This is an optimization exercise on Yosys and OpenROAD, whose aim is small area, a short achievable clock period and few clock cycles, not a production implementation.
Function was checked by simulation only, so behaviour that the tests miss may differ from the original.
No activity file was given, so power comes from the tool's default toggle rates.

old:
// cursor_linked_list_engine
module cursor_linked_list_engine #(
   parameter int NODE_COUNT = clle_pkg::NODE_COUNT_DEF
) (
   input  logic                       clock,
   input  logic                       reset,
   input  logic                       req_valid,
   output logic                       req_ready,
   input  logic [3:0]                 req_operation,
   input  logic signed [31:0]         req_match_key,
   input  logic signed [31:0]         req_new_key,
   input  logic [31:0]                req_new_payload,
   output logic                       rsp_valid,
   input  logic                       rsp_ready,
   output logic [1:0]                 rsp_status,
   output logic signed [31:0]         rsp_key_out,
   output logic [31:0]                rsp_payload_out,
   output logic [clle_pkg::CNT_W-1:0] rsp_count_out,
   output logic                       rsp_last
);
Size: roughly 1500 flip-flops, about 180 I/O pins.
Settings: LEC_CHECK=0, ABC_CLOCK_PERIOD_IN_PS=3000, CAP_MARGIN=20, CORE_MARGIN=2, CORE_UTILIZATION=55, PLACE_DENSITY=0.65, SETUP_SLACK_MARGIN=4.0, SLEW_MARGIN=20; clock period 7.0 ns.
run.sh (not shown) runs the stock make flow with config.mk's settings and CLKGATE_MAP_FILE= SYNTH_SCRIPT=/design/flow/synth_recipe.tcl, a recipe that flattens the netlist after the stock synthesis.
Testbench counts of old, summed over its fixed seeds: cycles 4,893.
The following lists how new was set up differently from old:
diff --git a/flow/design.v b/flow/design.v
--- a/flow/design.v
+++ b/flow/design.v
@@ -58,20 +58,19 @@
    logic [31:0]       b_nk, b_np;
    logic [N-1:0]      b_mpos;       
    logic [N-1:0]      b_vsel;       
    logic [CW-1:0]     b_vcnt;       
    logic [N-1:0]      b_wsel;       
    logic              r_valid;
    logic [1:0]        r_status;
    logic [CW-1:0]     r_count;
    logic              r_last;
-   logic              r_rd;         
-   logic [IW-1:0]     r_node;       
+   logic [N-1:0]      r_sel;        
    logic              o_valid;
    logic [1:0]        o_status;
    logic [31:0]       o_key, o_pay;
    logic [CW-1:0]     o_count;
    logic              o_last;
    logic              s_valid;
    logic [1:0]        s_status;
    logic [31:0]       s_key, s_pay;
    logic [CW-1:0]     s_count;
@@ -84,18 +83,19 @@
       end
       prefix_or = y;
    endfunction
    logic              go;           
    logic              b_load;       
    logic              empty, full;
    logic [N-1:0]      mv, aft, fpos;
    logic              found;
    logic              exec;         
+   logic              bv;           
    logic              insf_ok, insl_ok, insa_ok, delf_ok, delk_ok, dell_ok;
    logic              mods_ok, modf_ok, modw;
    logic              ins_ok, del_ok;
    logic [N-1:0]      sel_new, sel_right, sel_left, msel_new;
    logic              sel_d15;
    logic [IW-1:0]     delnode, newnode, vnode, tailnode;
    logic [N-1:0]      delsel_oh;
    logic [N-1:0]      lvn;          
    logic              b_emit;
@@ -111,27 +111,28 @@
    assign b_load = go && (!b_valid || !b_more);
    assign empty  = !lv[0];
    assign full   = lv[N-1];
    assign lvn    = lv >> 1;
    assign mv     = b_mpos & lv;
    assign aft    = prefix_or(mv);
    assign fpos   = mv & ~(aft << 1);
    assign found  = |mv;
    assign exec   = b_valid && go;
-   assign insf_ok = exec && b_insf && !full;
-   assign insl_ok = exec && b_insl && !full;
-   assign insa_ok = exec && b_insa && !full;         
-   assign delf_ok = exec && b_delf && !empty;
-   assign dell_ok = exec && b_dell && !empty;
-   assign delk_ok = exec && b_delk;                  
-   assign mods_ok = exec && b_mod && !full;          
-   assign modf_ok = exec && b_mod && b_more;         
-   assign modw    = exec && b_mod && full && !b_more;    
+   assign bv     = b_valid;
+   assign insf_ok = bv && b_insf && !full;
+   assign insl_ok = bv && b_insl && !full;
+   assign insa_ok = bv && b_insa && !full;         
+   assign delf_ok = bv && b_delf && !empty;
+   assign dell_ok = bv && b_dell && !empty;
+   assign delk_ok = bv && b_delk;                  
+   assign mods_ok = bv && b_mod && !full;          
+   assign modf_ok = bv && b_mod && b_more;         
+   assign modw    = bv && b_mod && full && !b_more;    
    assign ins_ok  = insf_ok || insl_ok || (insa_ok && found);
    assign del_ok  = delf_ok || dell_ok || (delk_ok && found);
    always_comb begin
       for (int i = 0; i < N; i++) begin
          if (i == 0) begin
             sel_new[i]   = insf_ok || (insl_ok && !lv[0]) || (mods_ok && fpos[0]);
             sel_right[i] = 1'b0;
          end else begin
             sel_new[i]   = (insl_ok && lv[i-1] && !lv[i]) || (insa_ok && fpos[i-1]) ||
@@ -201,40 +202,40 @@
          b_node = tailnode;
       end
       if (b_fc) begin
          b_count = CW'(N) - len;
          if (full)            b_status = clle_pkg::ST_NO_MEM;
       end
    end
    always_comb begin
       for (int n = 0; n < N; n++) begin
-         we[n] = (go && !full && newnode == IW'(n)) || (modw && b_wsel[n]);
+         we[n] = go && ((!full && newnode == IW'(n)) || (modw && b_wsel[n]));
       end
    end
    always_ff @(posedge clock) begin
       for (int n = 0; n < N; n++) begin
          if (we[n]) begin
             key[n] <= b_nk;
             pay[n] <= b_np;
          end
       end
    end
    always_comb begin
       lv_next = lv;
-      if (exec && b_clr)  lv_next = '0;
+      if (bv && b_clr)    lv_next = '0;
       else if (ins_ok)    lv_next = {lv[N-2:0], 1'b1};
       else if (del_ok)    lv_next = {1'b0, lv[N-1:1]};
    end
    always_ff @(posedge clock) begin
       if (reset) begin
          for (int i = 0; i < N; i++) pos[i] <= IW'(i);
          lv <= '0;
-      end else begin
+      end else if (go) begin
          for (int i = 0; i < N; i++) begin
             if (sel_new[i])                        pos[i] <= newnode;
             else if (sel_right[i])                 pos[i] <= pos[(i + N - 1) % N];
             else if (sel_left[i])                  pos[i] <= pos[(i + 1) % N];
             else if (i == N - 1 && sel_d15)        pos[i] <= delnode;
          end
          lv <= lv_next;
       end
    end
@@ -316,44 +317,43 @@
          b_nk   <= a_nk;
          b_np   <= a_np;
          b_mpos <= mpos_next;
          b_vsel <= {{(N-1){1'b0}}, 1'b1};
          b_vcnt <= CW'(1);
       end else if (exec) begin
          b_vsel <= b_vsel << 1;
          b_vcnt <= b_vcnt + CW'(1);
       end
-      if (modf_ok) begin
+      if (go && modf_ok) begin
          for (int n = 0; n < N; n++) b_wsel[n] <= (delnode == IW'(n)) && found;
       end
    end
    always_ff @(posedge clock) begin
       if (reset) begin
          r_valid <= 1'b0;
       end else if (go) begin
          r_valid <= b_emit;
       end
    end
    always_ff @(posedge clock) begin
       if (go) begin
          r_status <= b_status;
          r_count  <= b_count;
          r_last   <= b_last;
-         r_rd     <= b_rd;
-         r_node   <= b_node;
+         for (int n = 0; n < N; n++) r_sel[n] <= b_rd && (b_node == IW'(n));
       end
    end
    logic [31:0] r_key, r_pay;
    always_comb begin
       r_key = '0;
       r_pay = '0;
       for (int n = 0; n < N; n++) begin
-         if (r_rd && r_node == IW'(n)) begin
+         if (r_sel[n]) begin
             r_key = r_key | key[n];
             r_pay = r_pay | pay[n];
          end
       end
    end
    always_ff @(posedge clock) begin
       if (reset) begin
          o_valid <= 1'b0;
          s_valid <= 1'b0;
Findings:
Going from old to new, area after synthesis grew slightly. The run showing the greater overall power of the completed layout is old. Global routing usage summed across all routing layers (higher): old. new reports a higher sequential share of cell area than old does. In the reports for old and new, the larger non-clock buffer instance count of the final layout belongs to old. Sort old and new by pre-CTS setup slack desc -> top: new. new: overall routed net length is 23000 um lower than what old reported. Fmax on new is ahead of old. Layout overhead on the synthesized area: old and new compared, higher one is old.
Testbench counts of new, summed over its fixed seeds: cycles 4,893.

-- afterwards: timing with drivers on the ports --
The results above use ideal ports. As a check the final layouts listed here were re-extracted and re-timed, cells and wires unchanged. Step 1 (the two cells are an assumption about what drives the block):
set clk [get_ports {clock}]
set_driving_cell -lib_cell sky130_fd_sc_hd__clkbuf_16 $clk
set_driving_cell -lib_cell sky130_fd_sc_hd__buf_2 [delete_from_list [all_inputs] $clk]
Step 2, shift: input delay + t, output delay - t, t = (earliest + latest rising clock arrival at the registers) / 2. This alone moves slack from input paths to output paths. Slacks: no drivers / after step 1 / after step 2; pairs: no drivers / after step 1.
run	t (ns)	slack for setup (ns)	worst setup path after step 2	pins driven straight from the clock port
old	0.894	3.744 / 3.789 / 2.895	input to register	1
new	0.870	3.896 / 3.941 / 3.071	input to register	1
After both steps every run listed still meets setup and hold. For old, which loses most, drivers alone change the setup slack by +0.045 ns; drivers and shift together by -0.849 ns.
